Background: an optimization exercise with open tools, aiming at small area. Do not read the settings as production practice. Function was checked by simulation only, so behaviour that the tests miss may differ from the original.

==> flow/design.v (excerpt) <==
module mdc_top (
    input  logic         clk,
    input  logic         rst_n,
    input  logic         in_valid,
    input  logic [14:0]  in_data,
    input  logic [8:0]   in_mode,
    output logic         out_valid,
    output logic [206:0] out_data
);
clock: 25.0 ns
lec_check: 0
abc_area: 1
cap_margin: 20
core_margin: 2
core_utilization: 65
cts_buf_list: sky130_fd_sc_hd__clkbuf_8
cts_cluster_diameter: 80
cts_cluster_size: 15
setup_slack_margin: 1.0
slew_margin: 20
synth_hierarchical: 1
synth_minimum_keep_size: 0
standard.sh (not shown) runs the stock make flow with config.mk's settings and CLKGATE_MAP_FILE= SYNTH_SCRIPT=/design/flow/synth_recipe.tcl, a recipe that flattens the netlist after the stock synthesis.
==> flow/flow/run.sh <==
#!/bin/bash
# Own flow = the standard flow (standard.sh) with these changes:
#  2. the floorplan step only removes the synthesis buffers (REMOVE_ABC_BUFFERS=1) instead of
#     running a timing repair on unplaced, unrouted estimates (later steps still repair timing);
#  3. the port buffers use the smallest buffer cell instead of the default delay buffer.
# Every tool's output goes to a log file in this folder.
set -euo pipefail
rm -rf abcscripts
cp -r "$FLOW_HOME/scripts" abcscripts
cp flow/abc_area.script abcscripts/abc_area.script
bash standard.sh "SCRIPTS_DIR=$PWD/abcscripts" synth > synth.log 2>&1
bash standard.sh REMOVE_ABC_BUFFERS=1 "BUFFER_PORTS_ARGS=-buffer_cell sky130_fd_sc_hd__buf_1" finish > layout.log 2>&1
==> flow/flow/abc_area.script <==
strash
dch -f
amap -m -F 50 -A 50 -C 200
topo
stime -c
Next try:
CAP_MARGIN = 0   (was 20)
CORE_UTILIZATION = 75   (was 65)
GPL_TIMING_DRIVEN = 0   (was unset)
SLEW_MARGIN = 0   (was 20)
Result: With this change the flow finished with max-capacitance violations, max-slew violations left. Utilization rises by 11 points. Global-route usage went up by 5.5 points. Hold slack improves by 0.0068 ns. Wire length shrinks slightly. First-iteration DRC count rises by about a fifth. Synthesized cell count stays the same. Fmax went down by a few percent. Via count rises by a few percent.
Next try:
CAP_MARGIN = 20   (was 0)
CORE_UTILIZATION = 65   (was 75)
CTS_CLUSTER_DIAMETER = 60   (was 80)
CTS_CLUSTER_SIZE = 16   (was 15)
GPL_TIMING_DRIVEN = unset   (was 0)
SLEW_MARGIN = 20   (was 0)
With this change the flow completed without violations. Worst setup slack improves by 1.6 ns. Global-route usage shrinks by 5.7 points. Area after synthesis stays the same.
Next try:
CORE_UTILIZATION = 75   (was 65)
CTS_CLUSTER_DIAMETER = 80   (was 60)
CTS_CLUSTER_SIZE = 15   (was 16)
=>
- The changed run completed with no timing, DRC or antenna violations
- core utilization rose by 10 points
- flip-flop and latch count does not change
- setup slack loses 0.49 ns
Next try:
CORE_UTILIZATION = 65   (was 75)
CTS_CLUSTER_DIAMETER = 70   (was 80)
CTS_CLUSTER_SIZE = 16   (was 15)
GPL_TIMING_DRIVEN = 0   (was unset)
The changed run finished clean.
Global-route usage is lower by 8.0 points.
Maximum frequency is lower by 1.9%.
Worst hold slack gets better by 0.0040 ns.
First-iteration DRC count is lower by 32%.
Next try:
GPL_TIMING_DRIVEN = unset   (was 0)
The new run passed the timing, DRC and antenna checks.
Wire length rises by about 0.8%.
Sequential cell count stays the same.
Maximum frequency rises by 4.0%.
Setup slack improves by 0.87 ns.


run 1:
mdc_top, a different RTL version from the one above (not shown whole).
For scale: ~2700 cells after synthesis, about 410 flip-flops, roughly 240 I/O pins, roughly 23000 sq um of cells after synthesis.
export LEC_CHECK = 0
export ABC_AREA = 1
export CAP_MARGIN = 20
export CORE_MARGIN = 2
export CORE_UTILIZATION = 40
export CTS_BUF_LIST = sky130_fd_sc_hd__clkbuf_8
export CTS_CLUSTER_DIAMETER = 80
export CTS_CLUSTER_SIZE = 15
export SETUP_SLACK_MARGIN = 1.0
export SLEW_MARGIN = 20
export SYNTH_HIERARCHICAL = 1
export SYNTH_MINIMUM_KEEP_SIZE = 0
create_clock -name core_clock -period 25.0 [get_ports {clk}]
==> flow/flow/run.sh <==
#!/bin/bash
set -euo pipefail
bash standard.sh "BUFFER_PORTS_ARGS=-buffer_cell sky130_fd_sc_hd__buf_1" finish > standard_flow.log 2>&1
Setup changes, run 1 to run 2
==> flow/flow/run.sh <==
#!/bin/bash
set -euo pipefail
rm -rf abcscripts
cp -r "$FLOW_HOME/scripts" abcscripts
cp flow/abc_area.script abcscripts/abc_area.script
bash standard.sh "SCRIPTS_DIR=$PWD/abcscripts" synth > synth.log 2>&1
bash standard.sh "BUFFER_PORTS_ARGS=-buffer_cell sky130_fd_sc_hd__buf_1" finish > layout.log 2>&1
==> flow/flow/abc_area.script (new file) <==
strash
dch
amap -m -F 30 -A 30
topo
stime -c
### Flow results
On run 2: worst setup slack is 300 ps lower than what run 1 gave.
Run 2 vs run 1: post-synthesis instance total down
Max register share of the cell area across run 2 and run 1: run 2
Relative to run 1, worst endpoint data arrival time has increased by 300 ps in run 2.
Run 1 was larger in final cell area than run 2.
Comparing run 2 and run 1, the lower wire length after detailed routing is on run 2.
Between run 2 and run 1, final critical-path required period is lower for run 1, run 2 comes in above that.
Compared with run 1, run 2 shows a lower multi-input combinational cell area.
Post-route clock period utilization: higher on run 2
Number of pins exceeding their max-slew limit in the final report: run 2 vs run 1 identical
Input-level comparison between run 3 and run 2:
Settings: CORE_UTILIZATION: 40 -> 65.
==> flow/flow/run.sh <==
#!/bin/bash
set -euo pipefail
bash standard.sh "BUFFER_PORTS_ARGS=-buffer_cell sky130_fd_sc_hd__buf_1" finish > standard_flow.log 2>&1
removed: flow/flow/abc_area.script
==> comparison <==
Every stage of the flow completed for run 3, and the final layout passed the timing, DRC and antenna checks.
Run 3 vs run 2 on final critical path time including I/O delays and setup: run 3 is the lower one.
Taking run 2 as 1.0, run 3 lands at 0.947 on non-clock buffer count.
Compared with run 2, in run 3 xor/xnor share of the synthesized area neither gained nor lost much.
Comparing maximum fanout along the worst path for run 2 and run 3, the bigger number came from run 2.
A critical path's slowest cell of a21oi_1 is what run 3 shows, while o22ai_1 belongs to run 2.
Diff run 2 and run 3: final design area excluding fillers lower in run 2


Another version of the RTL of mdc_top (not shown whole).
Size in the first run: about 340 flip-flops, ~240 I/O pins, ~0.021 sq mm of cells after synthesis.
==> flow/config.mk <==
export PLATFORM = sky130hd
export DESIGN_NAME = mdc_top
export DESIGN_NICKNAME = mdc_top
export VERILOG_FILES = /design/flow/design.v
export SDC_FILE = /design/flow/constraint.sdc
export NUM_CORES = 8
export LEC_CHECK = 0
export ABC_AREA = 1
export CAP_MARGIN = 20
export CORE_MARGIN = 2
export CORE_UTILIZATION = 75
export CTS_BUF_LIST = sky130_fd_sc_hd__clkbuf_8
export CTS_CLUSTER_DIAMETER = 70
export CTS_CLUSTER_SIZE = 16
export SETUP_SLACK_MARGIN = 1.0
export SLEW_MARGIN = 20
export SYNTH_HIERARCHICAL = 1
export SYNTH_MINIMUM_KEEP_SIZE = 0
==> flow/constraint.sdc <==
create_clock -name core_clock -period 25.0 [get_ports {clk}]
set_input_delay 5.0000 -clock core_clock [delete_from_list [all_inputs] [get_ports {clk}]]
set_output_delay 5.0000 -clock core_clock [all_outputs]
set_load 0.01 [all_outputs]
==> flow/flow/run.sh <==
#!/bin/bash
# Own flow = the standard flow (standard.sh) with these changes:
#  2. the floorplan step only removes the synthesis buffers (REMOVE_ABC_BUFFERS=1) instead of
#     running a timing repair on unplaced, unrouted estimates (later steps still repair timing);
#  3. the port buffers use the smallest buffer cell instead of the default delay buffer.
# Every tool's output goes to a log file in this folder.
set -euo pipefail
rm -rf abcscripts
cp -r "$FLOW_HOME/scripts" abcscripts
cp flow/abc_area.script abcscripts/abc_area.script
bash standard.sh "SCRIPTS_DIR=$PWD/abcscripts" synth > synth.log 2>&1
bash standard.sh REMOVE_ABC_BUFFERS=1 "BUFFER_PORTS_ARGS=-buffer_cell sky130_fd_sc_hd__buf_1" finish > layout.log 2>&1
==> flow/flow/abc_area.script <==
strash
dch -f
amap -m -F 50 -A 50 -C 200
topo
stime -c
The first run finished with timing, DRC and antenna clean.
Next try:
Settings changed: CORE_UTILIZATION 75 to 65, CTS_CLUSTER_DIAMETER 70 to 80, CTS_CLUSTER_SIZE 16 to 15.
Effect: The changed run produced a clean layout. Count of clock-buffer cells in the layout fell by 1. Cell area stays flat. Synthesized area does not change. Wire length fell by about 3%. Sequential share of layout area stays flat. Utilization fell by 11 points. Critical path depth rose by 1.
Next try:
Settings changed: CTS_CLUSTER_DIAMETER 80 to 70, CTS_CLUSTER_SIZE 15 to 16.
Effect: Setup slack is worse by 0.030 ns; area after synthesis does not change; register-to-register slack is worse by 0.03 ns; core utilization stays flat; design area stays flat; critical path depth does not change; routed wire length hardly moves; via count barely changes; count of clock-buffer cells in the layout grows by 1.


lane 1:
Another version of the RTL of mdc_top (not shown whole).
For scale: ~2800 cells after synthesis, about 240 I/O pins, roughly 0.025 sq mm of cells after synthesis.
clock: 25.0 ns
lec_check: 0
abc_area: 1
cap_margin: 20
core_margin: 2
core_utilization: 40
cts_buf_list: sky130_fd_sc_hd__clkbuf_4
setup_slack_margin: 1.0
slew_margin: 20
synth_hierarchical: 1
synth_minimum_keep_size: 0
run.sh (not shown) runs the stock make flow with config.mk's settings and CLKGATE_MAP_FILE= SYNTH_SCRIPT=/design/flow/synth_recipe.tcl, a recipe that flattens the netlist after the stock synthesis.
Stock flow here: none of the scripts above is used.
Lane 1: done, clean on timing, DRC and antenna
Here is what was changed in the inputs of lane 2 compared with lane 1.
- CTS_BUF_LIST: sky130_fd_sc_hd__clkbuf_4 -> sky130_fd_sc_hd__clkbuf_8
Results
Lane 2 has completed all stages; timing, DRC and antenna checks passed.
Routed wire length delta (lane 2 -> lane 1): insignificant
Ratio of cells with drive above 1 in the final layout delta for lane 2 relative to lane 1: 1.5 points lower
Diff lane 1 -> lane 2: per-cell routed wire length went up by about 1.4%; number of antenna violations at the first check in global routing went down by 2; normalized max-slew margin was more or less identical; register-to-register path setup slack went down by 0.02 ns.
Looking at hold slack, lane 2 sits 0.020 ns above lane 1.
Minimum clock period, lane 2 and lane 1: smaller value in lane 1

-- port drivers added, routing unchanged --
The results above use ideal ports. As a check the final layouts listed here were re-extracted and re-timed, cells and wires unchanged. Step 1: set_driving_cell puts a clkbuf_16 on clk and a buf_2 on each other input, an assumption about the parent block. Step 2 moves the port delays by t, midway between the first and last clock arrival at a register: inputs arrive t later, outputs are due t later. That takes back most of the time a late clock gives input paths. Three values: ideal ports, drivers, drivers and shift; two values: the first two.
| run | shift t [ns] | setup slack, ns | hold slack, ns | clock arrival spread, ns | cell pins on the clock port's net |
|---|---|---|---|---|---|
| the first run of note 1 | 0.615 | 3.421 / 3.421 / 3.421 | 0.323 / 0.323 / 0.323 | 0.034 / 0.034 | 1 |
| the second run of note 1 | 0.652 | 1.836 / 1.836 / 1.836 | 0.330 / 0.330 / 0.330 | 0.034 / 0.034 | 1 |
| the third run of note 1 | 0.605 | 3.396 / 3.396 / 3.396 | 0.319 / 0.319 / 0.319 | 0.022 / 0.022 | 1 |
| the fourth run of note 1 | 0.627 | 2.911 / 2.911 / 2.911 | 0.325 / 0.325 / 0.325 | 0.026 / 0.026 | 1 |
| the fifth run of note 1 | 0.687 | 2.475 / 2.475 / 2.475 | 0.329 / 0.329 / 0.329 | 0.019 / 0.018 | 1 |
| the sixth run of note 1 | 0.679 | 3.342 / 3.342 / 3.342 | 0.317 / 0.317 / 0.317 | 0.030 / 0.030 | 1 |
| run 1 | 0.672 | 4.715 / 4.715 / 4.715 | 0.312 / 0.312 / 0.312 | 0.045 / 0.045 | 1 |
| run 2 | 0.661 | 4.415 / 4.415 / 4.415 | 0.319 / 0.319 / 0.319 | 0.037 / 0.037 | 1 |
| run 3 | 0.696 | 4.795 / 4.795 / 4.795 | 0.290 / 0.290 / 0.290 | 0.063 / 0.063 | 1 |
| the first run of note 3 | 0.631 | 3.382 / 3.382 / 3.382 | 0.312 / 0.312 / 0.312 | 0.052 / 0.052 | 1 |
| the second run of note 3 | 0.645 | 3.841 / 3.841 / 3.841 | 0.298 / 0.298 / 0.298 | 0.050 / 0.051 | 1 |
| the third run of note 3 | 0.629 | 3.811 / 3.811 / 3.811 | 0.330 / 0.330 / 0.330 | 0.035 / 0.035 | 1 |
| lane 1 | 0.920 | 3.642 / 3.642 / 3.642 | 0.296 / 0.296 / 0.296 | 0.048 / 0.048 | 1 |
| lane 2 | 0.700 | 3.618 / 3.618 / 3.618 | 0.316 / 0.316 / 0.316 | 0.044 / 0.045 | 1 |
